This is an optimization exercise on Yosys and OpenROAD, whose aim is a short achievable clock period and few clock cycles, not a production implementation. Only simulation tests tie the RTL to the original design; equivalence was not proved. Power and IR drop assume default switching activity.

==> ember: inputs <==
Design rv_core_top, start of the top module:
module rv_core_top (
    input  logic                  clk,
    input  logic                  rst_n,
    input  rv_core_pkg::word_t    imem_insn,      
    output rv_core_pkg::word_t    imem_addr,
    output logic                  retire_valid,   
    output rv_core_pkg::reg_idx_t retire_rd,
    output rv_core_pkg::word_t    retire_data
);
    rv_core_pkg::reg_idx_t r_rd;
    logic [8:0]            r_sel;
    rv_core_pkg::word_t    r_imm;
    logic [31:1]           r_rs1_sel;
    logic [31:1]           r_rs2_sel;
    logic                  r_bypr_a;
    logic                  r_bypr_b;
    logic                  r_bypd_a;
    logic                  r_bypd_b;
    logic                  r_fwd_a;
    logic                  r_fwd_b;
    logic                  r_sll;
    logic                  r_sr;
    logic                  r_arith;
    logic [31:1]           rf_valid;
    rv_core_pkg::reg_idx_t d_rd;
    logic [8:0]            d_sel;
    rv_core_pkg::word_t    d_a;
    rv_core_pkg::word_t    d_b;
    rv_core_pkg::reg_idx_t e_rd;
    logic [31:1]           wb_oh;
    rv_core_pkg::word_t    wb_data;
    rv_fetch_stage fetch_i (
        .clk       (clk),
        .rst_n     (rst_n),
        .imem_insn (imem_insn),
        .rf_valid  (rf_valid),
  ...
Settings: LEC_CHECK=0, CAP_MARGIN=20, CORE_MARGIN=2, CORE_UTILIZATION=50, SETUP_SLACK_MARGIN=3.5, SLEW_MARGIN=20, SYNTH_HIERARCHICAL=1, SYNTH_MINIMUM_KEEP_SIZE=0, TNS_END_PERCENT=100; clock period 5.2 ns.
run.sh (not shown) runs the stock make flow with config.mk's settings and CLKGATE_MAP_FILE= SYNTH_SCRIPT=/design/flow/synth_recipe.tcl, a recipe that flattens the netlist after the stock synthesis.
==> juniper: changes against ember <==
--- a/flow/design.v
+++ b/flow/design.v
@@ -311,17 +311,18 @@
 );
     localparam int W = 32;
     rv_core_pkg::word_t a;
     rv_core_pkg::word_t b;
     logic [4:0]         sl_n;      
     logic [4:0]         sr_n;      
     logic [15:0]        sl_nq;     
     logic [15:0]        sr_nq;     
-    rv_core_pkg::word_t sa;        
+    rv_core_pkg::word_t sa_l;      
+    rv_core_pkg::word_t sa_r;
     logic               sr_fill;   
     logic               l_xor, l_or, l_and;
     rv_core_pkg::word_t p;         
     rv_core_pkg::word_t pn;        
     rv_core_pkg::word_t c;         
     rv_core_pkg::word_t cd;        
     rv_core_pkg::word_t t;         
     rv_core_pkg::word_t g;         
@@ -330,55 +331,56 @@
     rv_alu_add #(.SUB(1)) sub_i (.a(a), .b(b), .p(),  .pn(),   .c(cd), .t(),  .g(),  .cout(cout_sub));
     rv_core_pkg::word_t lg;
     for (genvar i = 0; i < W; i++) begin : lgc
         rv_g_logic u (.p(p[i]), .t(t[i]), .g(g[i]), .lx(l_xor), .lo(l_or), .la(l_and), .y(lg[i]));
     end
     rv_core_pkg::word_t sl4;       
     rv_core_pkg::word_t sr4;       
     for (genvar k = 0; k < 4; k++) begin : amt
-        rv_reg4 sl_q (.clk(clk), .d(nxt_l[3:0]), .q(sl_nq[4*k +: 4]));
-        rv_reg4 sr_q (.clk(clk), .d(nxt_r[3:0]), .q(sr_nq[4*k +: 4]));
+        rv_reg4 sl_q (.clk(clk), .d(nxt_l[4:1]), .q(sl_nq[4*k +: 4]));
+        rv_reg4 sr_q (.clk(clk), .d(nxt_r[4:1]), .q(sr_nq[4*k +: 4]));
     end
-    rv_reg32 sa_q (.clk(clk), .d(nxt_a), .q(sa));
-    rv_alu_shift4 #(.LEFT(1)) sll_i (.x(sa), .n(sl_nq), .fill(1'b0),    .y(sl4));
-    rv_alu_shift4 #(.LEFT(0)) srl_i (.x(sa), .n(sr_nq), .fill(sr_fill), .y(sr4));
+    rv_reg32 sa_lq (.clk(clk), .d(nxt_a), .q(sa_l));
+    rv_reg32 sa_rq (.clk(clk), .d(nxt_a), .q(sa_r));
+    rv_alu_shift4 #(.LEFT(1)) sll_i (.x(sa_l), .n(sl_nq), .fill(1'b0),    .y(sl4));
+    rv_alu_shift4 #(.LEFT(0)) srl_i (.x(sa_r), .n(sr_nq), .fill(sr_fill), .y(sr4));
     logic [7:0] ws, as, bs, ls, rs, fs;   
     logic       x31;    
     assign x31 = a[W-1] ^ b[W-1];
-    function automatic logic [10:0] term_sel(input logic [7:0] s, input logic n4_l, input logic n4_r);
+    function automatic logic [10:0] term_sel(input logic [7:0] s, input logic n0_l, input logic n0_r);
         term_sel[0]  = s[0];
         term_sel[1]  = s[1];
         term_sel[2]  = s[0] | s[1];
         term_sel[3]  = s[2];
         term_sel[4]  = s[3];
-        term_sel[5]  = s[4] & n4_l;
-        term_sel[6]  = s[4] & ~n4_l;
-        term_sel[7]  = s[5] & n4_r;
-        term_sel[8]  = s[5] & ~n4_r;
+        term_sel[5]  = s[4] & n0_l;
+        term_sel[6]  = s[4] & ~n0_l;
+        term_sel[7]  = s[5] & n0_r;
+        term_sel[8]  = s[5] & ~n0_r;
         term_sel[9]  = s[7] | (s[6] & ~x31);
         term_sel[10] = s[6] & x31 & a[W-1];
     endfunction
     rv_core_pkg::word_t alu_res;
     rv_core_pkg::word_t nxt_a;
     rv_core_pkg::word_t nxt_b;
     rv_core_pkg::word_t nxt_l;
     rv_core_pkg::word_t nxt_r;
     rv_core_pkg::word_t nxt_f;
-    rv_alu_pick pick_w (.ts(term_sel(ws, sl_n[4], sr_n[4])), .p(p), .pn(pn), .c(c), .cd(cd), .lg(lg),
+    rv_alu_pick pick_w (.ts(term_sel(ws, sl_n[0], sr_n[0])), .p(p), .pn(pn), .c(c), .cd(cd), .lg(lg),
                         .dv('0),  .sl4(sl4), .sr4(sr4), .fill(sr_fill), .cout_sub(cout_sub), .y(alu_res));
-    rv_alu_pick pick_a (.ts(term_sel(as, sl_n[4], sr_n[4])), .p(p), .pn(pn), .c(c), .cd(cd), .lg(lg),
+    rv_alu_pick pick_a (.ts(term_sel(as, sl_n[0], sr_n[0])), .p(p), .pn(pn), .c(c), .cd(cd), .lg(lg),
                         .dv(d_a), .sl4(sl4), .sr4(sr4), .fill(sr_fill), .cout_sub(cout_sub), .y(nxt_a));
-    rv_alu_pick pick_b (.ts(term_sel(bs, sl_n[4], sr_n[4])), .p(p), .pn(pn), .c(c), .cd(cd), .lg(lg),
+    rv_alu_pick pick_b (.ts(term_sel(bs, sl_n[0], sr_n[0])), .p(p), .pn(pn), .c(c), .cd(cd), .lg(lg),
                         .dv(d_b), .sl4(sl4), .sr4(sr4), .fill(sr_fill), .cout_sub(cout_sub), .y(nxt_b));
-    rv_alu_pick pick_l (.ts(term_sel(ls, sl_n[4], sr_n[4])), .p(p), .pn(pn), .c(c), .cd(cd), .lg(lg),
+    rv_alu_pick pick_l (.ts(term_sel(ls, sl_n[0], sr_n[0])), .p(p), .pn(pn), .c(c), .cd(cd), .lg(lg),
                         .dv(d_b), .sl4(sl4), .sr4(sr4), .fill(sr_fill), .cout_sub(cout_sub), .y(nxt_l));
-    rv_alu_pick pick_r (.ts(term_sel(rs, sl_n[4], sr_n[4])), .p(p), .pn(pn), .c(c), .cd(cd), .lg(lg),
+    rv_alu_pick pick_r (.ts(term_sel(rs, sl_n[0], sr_n[0])), .p(p), .pn(pn), .c(c), .cd(cd), .lg(lg),
                         .dv(d_b), .sl4(sl4), .sr4(sr4), .fill(sr_fill), .cout_sub(cout_sub), .y(nxt_r));
-    rv_alu_pick pick_f (.ts(term_sel(fs, sl_n[4], sr_n[4])), .p(p), .pn(pn), .c(c), .cd(cd), .lg(lg),
+    rv_alu_pick pick_f (.ts(term_sel(fs, sl_n[0], sr_n[0])), .p(p), .pn(pn), .c(c), .cd(cd), .lg(lg),
                         .dv(d_a), .sl4(sl4), .sr4(sr4), .fill(sr_fill), .cout_sub(cout_sub), .y(nxt_f));
     always_ff @(posedge clk) begin
         a       <= nxt_a;
         b       <= nxt_b;
         sl_n    <= nxt_l[4:0];
         sr_n    <= nxt_r[4:0];
         sr_fill <= nxt_f[W-1];
         l_xor   <= d_sel[6];
@@ -509,19 +511,19 @@
     output logic [31:0] y
 );
     logic [31:0] v [0:4];   
     logic        fill_n;
     assign v[0] = x;
     rv_g_inv fi (.a(fill), .y(fill_n));
     for (genvar k = 0; k < 4; k++) begin : st
         for (genvar i = 0; i < 32; i++) begin : bt
-            localparam int SRC = LEFT ? i - (1 << k) : i + (1 << k);
+            localparam int SRC = LEFT ? i - (16 >> k) : i + (16 >> k);
             logic s;
-            assign s = n[4*(i/8) + k];
+            assign s = n[4*(i/8) + 3 - k];
             if (SRC >= 0 && SRC < 32) begin : m
                 rv_g_mux2i u (.s(s), .a1(v[k][SRC]), .a0(v[k][i]), .y(v[k+1][i]));
             end else if (LEFT) begin : z
                 if (k % 2 == 0) begin : t2n
                     rv_g_zf_t2n u (.s(s), .x(v[k][i]), .y(v[k+1][i]));
                 end else begin : n2t
                     rv_g_nor2 u (.a(s), .b(v[k][i]), .y(v[k+1][i]));
                 end
@@ -548,33 +550,32 @@
     input  logic [31:0] sr4,
     input  logic        fill,
     input  logic        cout_sub,  
     output logic [31:0] y
 );
     logic x0a, x0b, x0c, t0;
     rv_g_a221oi u0a (.a1(ts[2]), .a2(p[0]), .b1(ts[3]), .b2(lg[0]), .c(ts[10]), .y(x0a));
     rv_g_aoi22  u0b (.a1(ts[4]), .a2(dv[0]), .b1(ts[6]), .b2(sl4[0]), .y(x0b));
-    rv_g_aoi22  u0c (.a1(ts[7]), .a2(sr4[16]), .b1(ts[8]), .b2(sr4[0]), .y(x0c));
+    rv_g_aoi22  u0c (.a1(ts[7]), .a2(sr4[1]), .b1(ts[8]), .b2(sr4[0]), .y(x0c));
     rv_g_nand2b u0d (.a(ts[9]), .bn(cout_sub), .y(t0));
     rv_g_nand4  u0y (.a(x0a), .b(x0b), .c(x0c), .d(t0), .y(y[0]));
     for (genvar i = 1; i < 32; i++) begin : bt
         logic x_lg, q1, q0, d1, d0, t_s;
         logic x_s1, x_s2, r1, r0, f1, f0, t_d;
         rv_g_aoi22 ul (.a1(ts[3]), .a2(lg[i]), .b1(ts[4]), .b2(dv[i]), .y(x_lg));
         rv_g_nand2 uq1 (.a(ts[0]), .b(pn[i]), .y(q1));
         rv_g_nand2 uq0 (.a(ts[0]), .b(p[i]),  .y(q0));
         rv_g_nand2 ud1 (.a(x_lg), .b(q1), .y(d1));
         rv_g_nand2 ud0 (.a(x_lg), .b(q0), .y(d0));
         rv_g_mux2i us  (.s(c[i]), .a1(d1), .a0(d0), .y(t_s));
-        if (i < 16) begin : lo
-            rv_g_aoi22 u1 (.a1(ts[6]), .a2(sl4[i]), .b1(ts[8]), .b2(sr4[i]), .y(x_s1));
-            rv_g_nand2 u2 (.a(ts[7]), .b(sr4[i+16]), .y(x_s2));
+        rv_g_aoi22 u1 (.a1(ts[5]), .a2(sl4[i-1]), .b1(ts[6]), .b2(sl4[i]), .y(x_s1));
+        if (i < 31) begin : lo
+            rv_g_aoi22 u2 (.a1(ts[7]), .a2(sr4[i+1]), .b1(ts[8]), .b2(sr4[i]), .y(x_s2));
         end else begin : hi
-            rv_g_aoi22 u1 (.a1(ts[5]), .a2(sl4[i-16]), .b1(ts[6]), .b2(sl4[i]), .y(x_s1));
             rv_g_aoi22 u2 (.a1(ts[7]), .a2(fill), .b1(ts[8]), .b2(sr4[i]), .y(x_s2));
         end
         rv_g_nand2 ur1 (.a(ts[1]), .b(p[i]),  .y(r1));    
         rv_g_nand2 ur0 (.a(ts[1]), .b(pn[i]), .y(r0));    
         rv_g_nand3 uf1 (.a(x_s1), .b(x_s2), .c(r1), .y(f1));
         rv_g_nand3 uf0 (.a(x_s1), .b(x_s2), .c(r0), .y(f0));
         rv_g_mux2i ud  (.s(cd[i]), .a1(f1), .a0(f0), .y(t_d));
         rv_g_nand2 uy (.a(t_s), .b(t_d), .y(y[i]));
==> willow: changes against ember <==
--- a/flow/design.v
+++ b/flow/design.v
@@ -311,17 +311,20 @@
 );
     localparam int W = 32;
     rv_core_pkg::word_t a;
     rv_core_pkg::word_t b;
     logic [4:0]         sl_n;      
     logic [4:0]         sr_n;      
     logic [15:0]        sl_nq;     
     logic [15:0]        sr_nq;     
-    rv_core_pkg::word_t sa;        
+    rv_core_pkg::word_t sa_l;      
+    rv_core_pkg::word_t sa_r;
+    logic [3:0]         fill_q;    
+    logic [3:0]         fill_nq;   
     logic               sr_fill;   
     logic               l_xor, l_or, l_and;
     rv_core_pkg::word_t p;         
     rv_core_pkg::word_t pn;        
     rv_core_pkg::word_t c;         
     rv_core_pkg::word_t cd;        
     rv_core_pkg::word_t t;         
     rv_core_pkg::word_t g;         
@@ -330,55 +333,58 @@
     rv_alu_add #(.SUB(1)) sub_i (.a(a), .b(b), .p(),  .pn(),   .c(cd), .t(),  .g(),  .cout(cout_sub));
     rv_core_pkg::word_t lg;
     for (genvar i = 0; i < W; i++) begin : lgc
         rv_g_logic u (.p(p[i]), .t(t[i]), .g(g[i]), .lx(l_xor), .lo(l_or), .la(l_and), .y(lg[i]));
     end
     rv_core_pkg::word_t sl4;       
     rv_core_pkg::word_t sr4;       
     for (genvar k = 0; k < 4; k++) begin : amt
-        rv_reg4 sl_q (.clk(clk), .d(nxt_l[3:0]), .q(sl_nq[4*k +: 4]));
-        rv_reg4 sr_q (.clk(clk), .d(nxt_r[3:0]), .q(sr_nq[4*k +: 4]));
+        rv_reg4 sl_q (.clk(clk), .d(nxt_l[4:1]), .q(sl_nq[4*k +: 4]));
+        rv_reg4 sr_q (.clk(clk), .d(nxt_r[4:1]), .q(sr_nq[4*k +: 4]));
     end
-    rv_reg32 sa_q (.clk(clk), .d(nxt_a), .q(sa));
-    rv_alu_shift4 #(.LEFT(1)) sll_i (.x(sa), .n(sl_nq), .fill(1'b0),    .y(sl4));
-    rv_alu_shift4 #(.LEFT(0)) srl_i (.x(sa), .n(sr_nq), .fill(sr_fill), .y(sr4));
+    rv_reg4 fl_q  (.clk(clk), .d({4{nxt_f[W-1]}}),  .q(fill_q));
+    rv_reg4 fln_q (.clk(clk), .d({4{~nxt_f[W-1]}}), .q(fill_nq));
+    rv_reg32 sa_lq (.clk(clk), .d(nxt_a), .q(sa_l));
+    rv_reg32 sa_rq (.clk(clk), .d(nxt_a), .q(sa_r));
+    rv_alu_shift4 #(.LEFT(1)) sll_i (.x(sa_l), .n(sl_nq), .fill('0),     .fill_n('1),      .y(sl4));
+    rv_alu_shift4 #(.LEFT(0)) srl_i (.x(sa_r), .n(sr_nq), .fill(fill_q), .fill_n(fill_nq), .y(sr4));
     logic [7:0] ws, as, bs, ls, rs, fs;   
     logic       x31;    
     assign x31 = a[W-1] ^ b[W-1];
-    function automatic logic [10:0] term_sel(input logic [7:0] s, input logic n4_l, input logic n4_r);
+    function automatic logic [10:0] term_sel(input logic [7:0] s, input logic n0_l, input logic n0_r);
         term_sel[0]  = s[0];
         term_sel[1]  = s[1];
         term_sel[2]  = s[0] | s[1];
         term_sel[3]  = s[2];
         term_sel[4]  = s[3];
-        term_sel[5]  = s[4] & n4_l;
-        term_sel[6]  = s[4] & ~n4_l;
-        term_sel[7]  = s[5] & n4_r;
-        term_sel[8]  = s[5] & ~n4_r;
+        term_sel[5]  = s[4] & n0_l;
+        term_sel[6]  = s[4] & ~n0_l;
+        term_sel[7]  = s[5] & n0_r;
+        term_sel[8]  = s[5] & ~n0_r;
         term_sel[9]  = s[7] | (s[6] & ~x31);
         term_sel[10] = s[6] & x31 & a[W-1];
     endfunction
     rv_core_pkg::word_t alu_res;
     rv_core_pkg::word_t nxt_a;
     rv_core_pkg::word_t nxt_b;
     rv_core_pkg::word_t nxt_l;
     rv_core_pkg::word_t nxt_r;
     rv_core_pkg::word_t nxt_f;
-    rv_alu_pick pick_w (.ts(term_sel(ws, sl_n[4], sr_n[4])), .p(p), .pn(pn), .c(c), .cd(cd), .lg(lg),
+    rv_alu_pick pick_w (.ts(term_sel(ws, sl_n[0], sr_n[0])), .p(p), .pn(pn), .c(c), .cd(cd), .lg(lg),
                         .dv('0),  .sl4(sl4), .sr4(sr4), .fill(sr_fill), .cout_sub(cout_sub), .y(alu_res));
-    rv_alu_pick pick_a (.ts(term_sel(as, sl_n[4], sr_n[4])), .p(p), .pn(pn), .c(c), .cd(cd), .lg(lg),
+    rv_alu_pick pick_a (.ts(term_sel(as, sl_n[0], sr_n[0])), .p(p), .pn(pn), .c(c), .cd(cd), .lg(lg),
                         .dv(d_a), .sl4(sl4), .sr4(sr4), .fill(sr_fill), .cout_sub(cout_sub), .y(nxt_a));
-    rv_alu_pick pick_b (.ts(term_sel(bs, sl_n[4], sr_n[4])), .p(p), .pn(pn), .c(c), .cd(cd), .lg(lg),
+    rv_alu_pick pick_b (.ts(term_sel(bs, sl_n[0], sr_n[0])), .p(p), .pn(pn), .c(c), .cd(cd), .lg(lg),
                         .dv(d_b), .sl4(sl4), .sr4(sr4), .fill(sr_fill), .cout_sub(cout_sub), .y(nxt_b));
-    rv_alu_pick pick_l (.ts(term_sel(ls, sl_n[4], sr_n[4])), .p(p), .pn(pn), .c(c), .cd(cd), .lg(lg),
+    rv_alu_pick pick_l (.ts(term_sel(ls, sl_n[0], sr_n[0])), .p(p), .pn(pn), .c(c), .cd(cd), .lg(lg),
                         .dv(d_b), .sl4(sl4), .sr4(sr4), .fill(sr_fill), .cout_sub(cout_sub), .y(nxt_l));
-    rv_alu_pick pick_r (.ts(term_sel(rs, sl_n[4], sr_n[4])), .p(p), .pn(pn), .c(c), .cd(cd), .lg(lg),
+    rv_alu_pick pick_r (.ts(term_sel(rs, sl_n[0], sr_n[0])), .p(p), .pn(pn), .c(c), .cd(cd), .lg(lg),
                         .dv(d_b), .sl4(sl4), .sr4(sr4), .fill(sr_fill), .cout_sub(cout_sub), .y(nxt_r));
-    rv_alu_pick pick_f (.ts(term_sel(fs, sl_n[4], sr_n[4])), .p(p), .pn(pn), .c(c), .cd(cd), .lg(lg),
+    rv_alu_pick pick_f (.ts(term_sel(fs, sl_n[0], sr_n[0])), .p(p), .pn(pn), .c(c), .cd(cd), .lg(lg),
                         .dv(d_a), .sl4(sl4), .sr4(sr4), .fill(sr_fill), .cout_sub(cout_sub), .y(nxt_f));
     always_ff @(posedge clk) begin
         a       <= nxt_a;
         b       <= nxt_b;
         sl_n    <= nxt_l[4:0];
         sr_n    <= nxt_r[4:0];
         sr_fill <= nxt_f[W-1];
         l_xor   <= d_sel[6];
@@ -500,41 +506,40 @@
     assign c    = {gg[5][30:0], SUB ? 1'b1 : 1'b0};
     assign cout = gg[5][31];
 endmodule
 module rv_alu_shift4 #(
     parameter bit LEFT = 1
 ) (
     input  logic [31:0] x,
     input  logic [15:0] n,      
-    input  logic        fill,
+    input  logic [3:0]  fill,     
+    input  logic [3:0]  fill_n,   
     output logic [31:0] y
 );
     logic [31:0] v [0:4];   
-    logic        fill_n;
     assign v[0] = x;
-    rv_g_inv fi (.a(fill), .y(fill_n));
     for (genvar k = 0; k < 4; k++) begin : st
         for (genvar i = 0; i < 32; i++) begin : bt
-            localparam int SRC = LEFT ? i - (1 << k) : i + (1 << k);
+            localparam int SRC = LEFT ? i - (16 >> k) : i + (16 >> k);
             logic s;
-            assign s = n[4*(i/8) + k];
+            assign s = n[4*(i/8) + 3 - k];
             if (SRC >= 0 && SRC < 32) begin : m
                 rv_g_mux2i u (.s(s), .a1(v[k][SRC]), .a0(v[k][i]), .y(v[k+1][i]));
             end else if (LEFT) begin : z
                 if (k % 2 == 0) begin : t2n
                     rv_g_zf_t2n u (.s(s), .x(v[k][i]), .y(v[k+1][i]));
                 end else begin : n2t
                     rv_g_nor2 u (.a(s), .b(v[k][i]), .y(v[k+1][i]));
                 end
             end else begin : f
                 if (k % 2 == 0) begin : t2n
-                    rv_g_mux2i u (.s(s), .a1(fill), .a0(v[k][i]), .y(v[k+1][i]));
+                    rv_g_mux2i u (.s(s), .a1(fill[i/8]), .a0(v[k][i]), .y(v[k+1][i]));
                 end else begin : n2t
-                    rv_g_mux2i u (.s(s), .a1(fill_n), .a0(v[k][i]), .y(v[k+1][i]));
+                    rv_g_mux2i u (.s(s), .a1(fill_n[i/8]), .a0(v[k][i]), .y(v[k+1][i]));
                 end
             end
         end
     end
     assign y = v[4];
 endmodule
 module rv_alu_pick (
     input  logic [10:0] ts,
@@ -548,33 +553,32 @@
     input  logic [31:0] sr4,
     input  logic        fill,
     input  logic        cout_sub,  
     output logic [31:0] y
 );
     logic x0a, x0b, x0c, t0;
     rv_g_a221oi u0a (.a1(ts[2]), .a2(p[0]), .b1(ts[3]), .b2(lg[0]), .c(ts[10]), .y(x0a));
     rv_g_aoi22  u0b (.a1(ts[4]), .a2(dv[0]), .b1(ts[6]), .b2(sl4[0]), .y(x0b));
-    rv_g_aoi22  u0c (.a1(ts[7]), .a2(sr4[16]), .b1(ts[8]), .b2(sr4[0]), .y(x0c));
+    rv_g_aoi22  u0c (.a1(ts[7]), .a2(sr4[1]), .b1(ts[8]), .b2(sr4[0]), .y(x0c));
     rv_g_nand2b u0d (.a(ts[9]), .bn(cout_sub), .y(t0));
     rv_g_nand4  u0y (.a(x0a), .b(x0b), .c(x0c), .d(t0), .y(y[0]));
     for (genvar i = 1; i < 32; i++) begin : bt
         logic x_lg, q1, q0, d1, d0, t_s;
         logic x_s1, x_s2, r1, r0, f1, f0, t_d;
         rv_g_aoi22 ul (.a1(ts[3]), .a2(lg[i]), .b1(ts[4]), .b2(dv[i]), .y(x_lg));
         rv_g_nand2 uq1 (.a(ts[0]), .b(pn[i]), .y(q1));
         rv_g_nand2 uq0 (.a(ts[0]), .b(p[i]),  .y(q0));
         rv_g_nand2 ud1 (.a(x_lg), .b(q1), .y(d1));
         rv_g_nand2 ud0 (.a(x_lg), .b(q0), .y(d0));
         rv_g_mux2i us  (.s(c[i]), .a1(d1), .a0(d0), .y(t_s));
-        if (i < 16) begin : lo
-            rv_g_aoi22 u1 (.a1(ts[6]), .a2(sl4[i]), .b1(ts[8]), .b2(sr4[i]), .y(x_s1));
-            rv_g_nand2 u2 (.a(ts[7]), .b(sr4[i+16]), .y(x_s2));
+        rv_g_aoi22 u1 (.a1(ts[5]), .a2(sl4[i-1]), .b1(ts[6]), .b2(sl4[i]), .y(x_s1));
+        if (i < 31) begin : lo
+            rv_g_aoi22 u2 (.a1(ts[7]), .a2(sr4[i+1]), .b1(ts[8]), .b2(sr4[i]), .y(x_s2));
         end else begin : hi
-            rv_g_aoi22 u1 (.a1(ts[5]), .a2(sl4[i-16]), .b1(ts[6]), .b2(sl4[i]), .y(x_s1));
             rv_g_aoi22 u2 (.a1(ts[7]), .a2(fill), .b1(ts[8]), .b2(sr4[i]), .y(x_s2));
         end
         rv_g_nand2 ur1 (.a(ts[1]), .b(p[i]),  .y(r1));    
         rv_g_nand2 ur0 (.a(ts[1]), .b(pn[i]), .y(r0));    
         rv_g_nand3 uf1 (.a(x_s1), .b(x_s2), .c(r1), .y(f1));
         rv_g_nand3 uf0 (.a(x_s1), .b(x_s2), .c(r0), .y(f0));
         rv_g_mux2i ud  (.s(cd[i]), .a1(f1), .a0(f0), .y(t_d));
         rv_g_nand2 uy (.a(t_s), .b(t_d), .y(y[i]));
- CORE_ASPECT_RATIO: unset -> 0.5
==> comparison table <==
	juniper	ember	willow
Critical-path cell with the highest stage delay	dfxtp_4	mux2i_2	dfxtp_4
Avg Cell Area, Syn	12.9 um2	12.8 um2	12.9 um2
Total via count after detailed routing	61200	60000	62300
Net count of the finished layout	7060	6835	6952
Max FO, Critical Path	6	4	7
Relative slew margins	20.0%	27.9%	25.3%
Flip-flop and latch power	0.0132 W	0.0130 W	0.0133 W
Post-Syn Instances	6144	6110	6147
Fmax	406 MHz	406 MHz	390 MHz
Most Frequent Cell on Critical Path	mux2i_4	mux2i_1	mux2i_4
Hold WS	0.205 ns	0.324 ns	0.292 ns
Critical Path RT	5.88 ns	5.92 ns	5.85 ns
Antenna violations before repair	11	8	17
Outcome	no timing/DRC/antenna violations	no timing/DRC/antenna violations	no timing/DRC/antenna violations
GR peak layer	met2	met2	met1
Testbench counts of ember, summed over its fixed seeds: cycles 12,040.
Testbench counts of juniper, summed over its fixed seeds: cycles 12,040.
Testbench counts of willow, summed over its fixed seeds: cycles 12,040.

-- port drivers added, routing unchanged --
No port has a modelled driver above. Below, the same layouts with a new extraction and two added sets of constraints.
Step 1 sets driving cells, clkbuf_16 on the clock port and buf_2 on the other inputs (assumed; they add their load-dependent delay and slew).
Step 2 times the ports against the registers' clock, not the clock port: input delays grow and output delays shrink by t, the midpoint of the rising clock arrivals with the driver on.
Three values: ideal, step 1, step 2; two values: the first two.
run	shift t [ns]	slack for setup (ns)	hold slack, ns	slew at the worst register clock pin (ns)	pins driven straight from the clock port
ember	0.883	2.737 / 2.737 / 2.675	0.324 / 0.274 / 0.324	0.07 / 0.07	1
juniper	0.903	2.738 / 2.738 / 2.657	0.205 / 0.166 / 0.323	0.07 / 0.07	1
willow	0.885	2.635 / 2.635 / 2.635	0.292 / 0.226 / 0.325	0.08 / 0.08	1
After both steps setup and hold are still met in every run listed. For juniper, which loses most, drivers alone change the setup slack by 0.000 ns; drivers and shift together by -0.081 ns.
